Source: an optimization exercise on an open RTL-to-GDS flow (aim: small area, a short achievable clock period and few clock cycles per item). Production flows keep margins and buffers that such runs may drop.
Power and IR drop assume default switching activity.

before:
==> flow/design.v <==
`timescale 1ns / 1ps
package rrts_pkg;
    localparam logic [1:0] ACT_LOAD    = 2'd0;
    localparam logic [1:0] ACT_TICK    = 2'd1;
    localparam logic [1:0] ACT_RESTART = 2'd2;
    localparam logic [15:0] TIME_MAX  = 16'hFFFF;
    localparam logic [7:0]  SLICE_MAX = 8'hFF;
endpackage
`timescale 1ns / 1ps
module rrts_ctrl (
    input  logic i_clk,
    input  logic i_rst_n,
    input  logic i_in_valid,
    output logic o_in_ready,
    output logic o_out_valid,
    input  logic i_out_ready,
    output logic o_acc,
    output logic o_exec,
    output logic o_head_en,
    output logic o_head_from_sk,
    output logic o_sk_en
);
    logic r_ov;
    logic r_sk;
    logic r_irv;
    logic r_rdy;
    logic head_free;
    logic sk_n, irv_n;
    assign head_free      = !r_ov || i_out_ready;
    assign o_acc          = i_in_valid && r_rdy;
    assign o_exec         = r_irv && !r_sk;
    assign o_head_en      = head_free && (r_sk || o_exec);
    assign o_head_from_sk = r_sk;
    assign o_sk_en        = !head_free && o_exec;
    assign o_in_ready     = r_rdy;
    assign o_out_valid    = r_ov;
    assign sk_n  = !head_free && (r_sk || o_exec);
    assign irv_n = o_acc || (r_irv && r_sk);
    always_ff @(posedge i_clk) begin
        if (!i_rst_n) begin
            r_ov  <= 1'b0;
            r_sk  <= 1'b0;
            r_irv <= 1'b0;
            r_rdy <= 1'b1;
        end else begin
            r_ov  <= !head_free || r_sk || o_exec;
            r_sk  <= sk_n;
            r_irv <= irv_n;
            r_rdy <= !irv_n || !sk_n;
        end
    end
endmodule
`timescale 1ns / 1ps
module rrts_dp (
    input  logic        i_clk,
    input  logic        i_rst_n,
    input  logic        i_acc,
    input  logic        i_exec,
    input  logic [1:0]  i_action,
    input  logic [2:0]  i_slot,
    input  logic [7:0]  i_burst,
    input  logic [15:0] i_arrival,
    input  logic [7:0]  i_quantum,
    input  logic [3:0]  i_task_count,
    input  logic        i_head_en,
    input  logic        i_head_from_sk,
    input  logic        i_sk_en,
    output logic [2:0]  o_ran_slot,
    output logic        o_idle,
    output logic        o_completed,
    output logic [15:0] o_ctime,
    output logic        o_all_done
);
    logic [7:0]  r_rem   [0:7];
    logic [7:0]  r_burst [0:7];
    logic [15:0] r_arr   [0:7];
    logic [7:0]  r_ready;
    logic [7:0]  r_nz;
    logic [7:0]  r_bnz;
    logic [15:0] r_time;
    logic [2:0]  r_ptr;
    logic [2:0]  r_run;
    logic [7:0]  r_slice;
    logic [2:0]  r_h_slot;
    logic        r_h_idle;
    logic        r_h_comp;
    logic [15:0] r_h_time;
    logic        r_h_ad;
    logic        r_s_idle;
    logic        r_s_comp;
    logic [1:0]  r_action;
    logic [2:0]  r_slot;
    logic [7:0]  r_bin;
    logic [15:0] r_arrival;
    logic        is_load, is_tick, is_rst;
    logic [7:0]  use_m, nz, one, bnz, cand, run_oh, hi, g_hi, g_all, g, ptr_oh;
    logic [7:0]  nz_next, slot_oh;
    logic        cont, have, completed, slice_end, ge_c, ge_n, ge_cc, ge_2, ge_d;
    logic        r_ge;
    logic [7:0]  act_m;
    logic        a_empty, a_single, a_one;
    logic [7:0]  ptr_oh_nxt;
    logic [7:0]  slice_c;
    logic [2:0]  p, ptr_nxt;
    logic [7:0]  slice_inc, q_eff;
    logic [15:0] time_inc, time_d;
    logic        ad_now, ad_next;
    logic        load_ready;
    always_ff @(posedge i_clk) begin
        if (i_acc) begin
            r_action  <= i_action;
            r_slot    <= i_slot;
            r_bin     <= i_burst;
            r_arrival <= i_arrival;
        end
    end
    assign is_load = (r_action == rrts_pkg::ACT_LOAD);
    assign is_tick = (r_action == rrts_pkg::ACT_TICK);
    assign is_rst  = (r_action == rrts_pkg::ACT_RESTART);
    always_comb begin
        for (int i = 0; i < 8; i++) begin
            use_m[i]   = (i_task_count > 4'(i));
            one[i]     = (r_rem[i] == 8'd1);
            run_oh[i]  = (r_run == 3'(i));
            slot_oh[i] = (r_slot == 3'(i));
            hi[i]      = (3'(i) >= r_ptr);
        end
    end
    assign nz   = r_nz;
    assign bnz  = r_bnz;
    assign cand = r_ready & nz & use_m;
    assign cont = (r_slice != 8'd0) && ((run_oh & use_m & nz) != 8'd0);
    always_comb begin
        logic [7:0] m;
        logic       seen_hi, seen_all;
        m        = cand & hi;
        seen_hi  = 1'b0;
        seen_all = 1'b0;
        for (int i = 0; i < 8; i++) begin
            g_hi[i]  = m[i] && !seen_hi;
            g_all[i] = cand[i] && !seen_all;
            seen_hi  = seen_hi || m[i];
            seen_all = seen_all || cand[i];
        end
    end
    assign g    = cont ? run_oh : ((cand & hi) != 8'd0) ? g_hi : g_all;
    assign have = cont || (cand != 8'd0);
    always_comb begin
        p = 3'd0;
        for (int i = 0; i < 8; i++) if (g[i]) p = p | 3'(i);
    end
    assign q_eff     = (i_quantum == 8'd0) ? 8'd1 : i_quantum;
    assign slice_c   = (r_slice == rrts_pkg::SLICE_MAX) ? r_slice : r_slice + 8'd1;
    assign ge_c      = (slice_c >= q_eff);
    assign ge_cc     = (slice_c == rrts_pkg::SLICE_MAX) || ((slice_c + 8'd1) >= q_eff);
    assign ge_n      = (q_eff == 8'd1);
    assign ge_2      = (q_eff <= 8'd2);
    assign slice_inc = cont ? slice_c : 8'd1;
    assign completed = (g & one) != 8'd0;
    assign slice_end = completed || (cont ? r_ge : ge_n);
    always_comb begin
        ge_d = ge_c;
        if (i_exec && is_tick) begin
            if (have && !slice_end) ge_d = cont ? ge_cc : ge_2;
            else                    ge_d = ge_n;
        end else if (i_exec && is_rst) begin
            ge_d = ge_n;
        end
    end
    always_ff @(posedge i_clk) r_ge <= ge_d;
    assign ptr_oh_nxt = {g[6:0], 1'b0} & use_m;
    always_comb begin
        ptr_nxt = 3'd0;
        for (int i = 0; i < 8; i++) if (ptr_oh_nxt[i]) ptr_nxt = ptr_nxt | 3'(i);
    end
    assign time_inc  = (r_time == rrts_pkg::TIME_MAX) ? r_time : r_time + 16'd1;
    assign time_d    = is_tick ? time_inc : is_rst ? 16'd0 : r_time;
    assign load_ready = (r_arrival <= r_time);
    assign act_m    = use_m & nz;
    assign a_empty  = (act_m == 8'd0);
    assign a_single = $onehot(act_m);
    assign a_one    = ((act_m & one) != 8'd0);
    always_comb begin
        if (is_tick)      ad_next = a_empty || (a_single && a_one && have);
        else if (is_load) ad_next = ((act_m & ~slot_oh) == 8'd0) && ((use_m & slot_oh) == 8'd0 || r_bin == 8'd0);
        else if (is_rst)  ad_next = ((use_m & bnz) == 8'd0);
        else              ad_next = a_empty;
    end
    always_comb begin
        for (int i = 0; i < 8; i++) begin
            if (is_tick)      nz_next[i] = nz[i] && !(g[i] && one[i]);
            else if (is_load) nz_next[i] = slot_oh[i] ? (r_bin != 8'd0) : nz[i];
            else if (is_rst)  nz_next[i] = bnz[i];
            else              nz_next[i] = nz[i];
        end
    end
    assign ad_now = a_empty;
    always_ff @(posedge i_clk) begin
        if (i_exec) begin
            for (int i = 0; i < 8; i++) begin
                if (is_load && slot_oh[i]) begin
                    r_rem[i]   <= r_bin;
                    r_burst[i] <= r_bin;
                    r_arr[i]   <= r_arrival;
                    r_ready[i] <= load_ready;
                end else if (is_tick) begin
                    if (g[i]) r_rem[i] <= r_rem[i] - 8'd1;
                    if (r_arr[i] == time_inc) r_ready[i] <= 1'b1;
                end else if (is_rst) begin
                    r_rem[i]   <= r_burst[i];
                    r_ready[i] <= (r_arr[i] == 16'd0);
                end
            end
        end
    end
    always_ff @(posedge i_clk) begin
        if (!i_rst_n) begin
            r_nz     <= 8'd0;
            r_bnz    <= 8'd0;
            r_time   <= 16'd0;
            r_ptr    <= 3'd0;
            r_run    <= 3'd0;
            r_slice  <= 8'd0;
        end else if (i_exec) begin
            r_nz <= nz_next;
            if (is_load) begin
                for (int i = 0; i < 8; i++) if (slot_oh[i]) r_bnz[i] <= (r_bin != 8'd0);
            end
            r_time <= time_d;
            if (is_tick) begin
                if (have) begin
                    r_run   <= p;
                    r_slice <= slice_end ? 8'd0 : slice_inc;
                    if (slice_end) r_ptr <= ptr_nxt;
                end else begin
                    r_slice <= 8'd0;
                end
            end else if (is_rst) begin
                r_ptr   <= 3'd0;
                r_run   <= 3'd0;
                r_slice <= 8'd0;
            end
        end
    end
    always_ff @(posedge i_clk) begin
        if (i_head_en) begin
            if (i_head_from_sk) begin
                r_h_slot <= r_s_idle ? 3'd0 : r_run;
                r_h_idle <= r_s_idle;
                r_h_comp <= r_s_comp;
                r_h_time <= r_time;
                r_h_ad   <= ad_now;
            end else begin
                r_h_slot <= (is_tick && have) ? p : 3'd0;
                r_h_idle <= !(is_tick && have);
                r_h_comp <= is_tick && completed;
                r_h_time <= time_d;
                r_h_ad   <= ad_next;
            end
        end
        if (i_sk_en) begin
            r_s_idle <= !(is_tick && have);
            r_s_comp <= is_tick && completed;
        end
    end
    assign o_ran_slot  = r_h_slot;
    assign o_idle      = r_h_idle;
    assign o_completed = r_h_comp;
    assign o_ctime     = r_h_time;
    assign o_all_done  = r_h_ad;
endmodule
`timescale 1ns / 1ps
module round_robin_time_slice_scheduler #(
    parameter int MAX_TASKS = 8
) (
    input  logic        i_clk,
    input  logic        i_rst_n,
    input  logic        i_in_valid,
    output logic        o_in_ready,
    input  logic [1:0]  i_in_action,
    input  logic [2:0]  i_in_slot,
    input  logic [7:0]  i_in_burst,
    input  logic [15:0] i_in_arrival,
    output logic        o_out_valid,
    input  logic        i_out_ready,
    output logic [2:0]  o_out_ran_slot,
    output logic        o_out_idle,
    output logic        o_out_completed,
    output logic [15:0] o_out_completion_time,
    output logic        o_out_all_done,
    input  logic        psel,
    input  logic        penable,
    input  logic        pwrite,
    input  logic [2:0]  paddr,
    input  logic [31:0] pwdata,
    output logic [31:0] prdata,
    output logic        pready
);
    logic [7:0] r_quantum;
    logic [3:0] r_task_count;
    logic [7:0] r_prdata;
    logic       r_pready;
    logic       cfg_wr;
    logic       acc, exec, head_en, head_from_sk, sk_en;
    assign pready = r_pready;
    assign prdata = {24'd0, r_prdata};
    assign cfg_wr = psel && penable && pwrite && r_pready;
    always_ff @(posedge i_clk) begin
        if (!i_rst_n) begin
            r_quantum    <= 8'd2;
            r_task_count <= 4'd8;
            r_pready     <= 1'b0;
        end else begin
            r_pready <= psel;
            if (cfg_wr) begin
                if (paddr[2]) r_task_count <= pwdata[3:0];
                else          r_quantum    <= pwdata[7:0];
            end
        end
    end
    always_ff @(posedge i_clk) begin
        r_prdata <= paddr[2] ? {4'd0, r_task_count} : r_quantum;
    end
    rrts_ctrl u_ctrl (
        .i_clk          (i_clk),
        .i_rst_n        (i_rst_n),
        .i_in_valid     (i_in_valid),
        .o_in_ready     (o_in_ready),
        .o_out_valid    (o_out_valid),
        .i_out_ready    (i_out_ready),
        .o_acc          (acc),
        .o_exec         (exec),
        .o_head_en      (head_en),
        .o_head_from_sk (head_from_sk),
        .o_sk_en        (sk_en)
    );
    rrts_dp u_dp (
        .i_clk          (i_clk),
        .i_rst_n        (i_rst_n),
        .i_acc          (acc),
        .i_exec         (exec),
        .i_action       (i_in_action),
        .i_slot         (i_in_slot),
        .i_burst        (i_in_burst),
        .i_arrival      (i_in_arrival),
        .i_quantum      (r_quantum),
        .i_task_count   (r_task_count),
        .i_head_en      (head_en),
        .i_head_from_sk (head_from_sk),
        .i_sk_en        (sk_en),
        .o_ran_slot     (o_out_ran_slot),
        .o_idle         (o_out_idle),
        .o_completed    (o_out_completed),
        .o_ctime        (o_out_completion_time),
        .o_all_done     (o_out_all_done)
    );
endmodule
export LEC_CHECK = 0
export CAP_MARGIN = 20
export CORE_MARGIN = 2
export CORE_UTILIZATION = 40
export SLEW_MARGIN = 20
create_clock -name core_clock -period 10.0 [get_ports {i_clk}]
standard.sh (not shown) runs the stock make flow with config.mk's settings and CLKGATE_MAP_FILE= SYNTH_SCRIPT=/design/flow/synth_recipe.tcl, a recipe that flattens the netlist after the stock synthesis.
==> flow/flow/run.sh <==
#!/bin/bash
set -euo pipefail
bash standard.sh SETUP_SLACK_MARGIN=7 finish > standard_flow.log 2>&1
[inputs] after vs before
-- flow/design.v --
<<< before, line 99
    logic        r_ge;
    logic [7:0]  act_m;
    logic        a_empty, a_single, a_one;
    logic [7:0]  ptr_oh_nxt;
    logic [7:0]  slice_c;
>>> after, line 99
    logic        r_ge;
    logic [7:0]  act_m;
    logic        a_empty, a_last;
    logic [7:0]  r_use;
    logic [7:0]  ptr_oh_nxt;
    logic [7:0]  slice_c;
<<< before, line 120
    always_comb begin
        for (int i = 0; i < 8; i++) begin
            use_m[i]   = (i_task_count > 4'(i));
            one[i]     = (r_rem[i] == 8'd1);
            run_oh[i]  = (r_run == 3'(i));
>>> after, line 121
    always_comb begin
        for (int i = 0; i < 8; i++) begin
            one[i]     = (r_rem[i] == 8'd1);
            run_oh[i]  = (r_run == 3'(i));
<<< before, line 127
        end
    end
    assign nz   = r_nz;
    assign bnz  = r_bnz;
>>> after, line 127
        end
    end
    always_ff @(posedge i_clk) begin
        for (int i = 0; i < 8; i++) r_use[i] <= (i_task_count > 4'(i));
    end
    assign use_m = r_use;
    assign nz   = r_nz;
    assign bnz  = r_bnz;
<<< before, line 179
    assign act_m    = use_m & nz;
    assign a_empty  = (act_m == 8'd0);
    assign a_single = $onehot(act_m);
    assign a_one    = ((act_m & one) != 8'd0);
    always_comb begin
        if (is_tick)      ad_next = a_empty || (a_single && a_one && have);
        else if (is_load) ad_next = ((act_m & ~slot_oh) == 8'd0) && ((use_m & slot_oh) == 8'd0 || r_bin == 8'd0);
        else if (is_rst)  ad_next = ((use_m & bnz) == 8'd0);
>>> after, line 183
    assign act_m    = use_m & nz;
    assign a_empty  = (act_m == 8'd0);
    always_comb begin
        a_last = 1'b0;
        for (int i = 0; i < 8; i++) begin
            if (act_m[i] && one[i] && ((act_m & ~(8'd1 << i)) == 8'd0)) a_last = 1'b1;
        end
    end
    always_comb begin
        if (is_tick)      ad_next = a_empty || (a_last && have);
        else if (is_load) ad_next = ((act_m & ~slot_oh) == 8'd0) && ((use_m & slot_oh) == 8'd0 || r_bin == 8'd0);
        else if (is_rst)  ad_next = ((use_m & bnz) == 8'd0);
Findings:
- after ended with every stage complete and zero timing, DRC or antenna violations.
- Summary of the comparison: transition time at the pin with the least slew margin is lower in after, relative to before.
- The lower proportion of final cell area spent on non-clock buffers came out of after.
- Number of clock-tree buffers in the layout grows by more than 10% when moving from before to after.
- For the total power, after came in 2.0% higher than before did.
- before → after: routed wire length went down, post-synthesis register bit count went up, cell area lower.
Function was not checked in any run of this note: the RTL went through the layout flow alone.

## port drivers added, routing unchanged
How much do the figures lean on ideal ports? The routed layouts below were timed once more, with nothing changed but the port constraints.
Step 1 assumes that a clkbuf_16 drives the clock port and a buf_2 every other input.
Step 2 adds t to the input delays and takes it off the output delays; t is the mean of the earliest and latest rising clock arrival at the registers after step 1. Input paths then give back, and output paths get back, about the clock's delay inside the block.
Slacks: ideal ports / drivers / drivers and shift; pairs: ideal ports / drivers.
run | t (ns) | slack for setup (ns) | latest minus earliest clock arrival (ns) | cell pins on the clock port's net
before | 0.622 | 6.459 / 6.459 / 6.399 | 0.035 / 0.034 | 1
after | 0.613 | 6.863 / 6.840 / 6.432 | 0.023 / 0.023 | 1
After both steps every run listed still meets setup and hold. The setup slack of after, which loses most, moves by -0.023 ns with the drivers and by -0.431 ns with both steps.
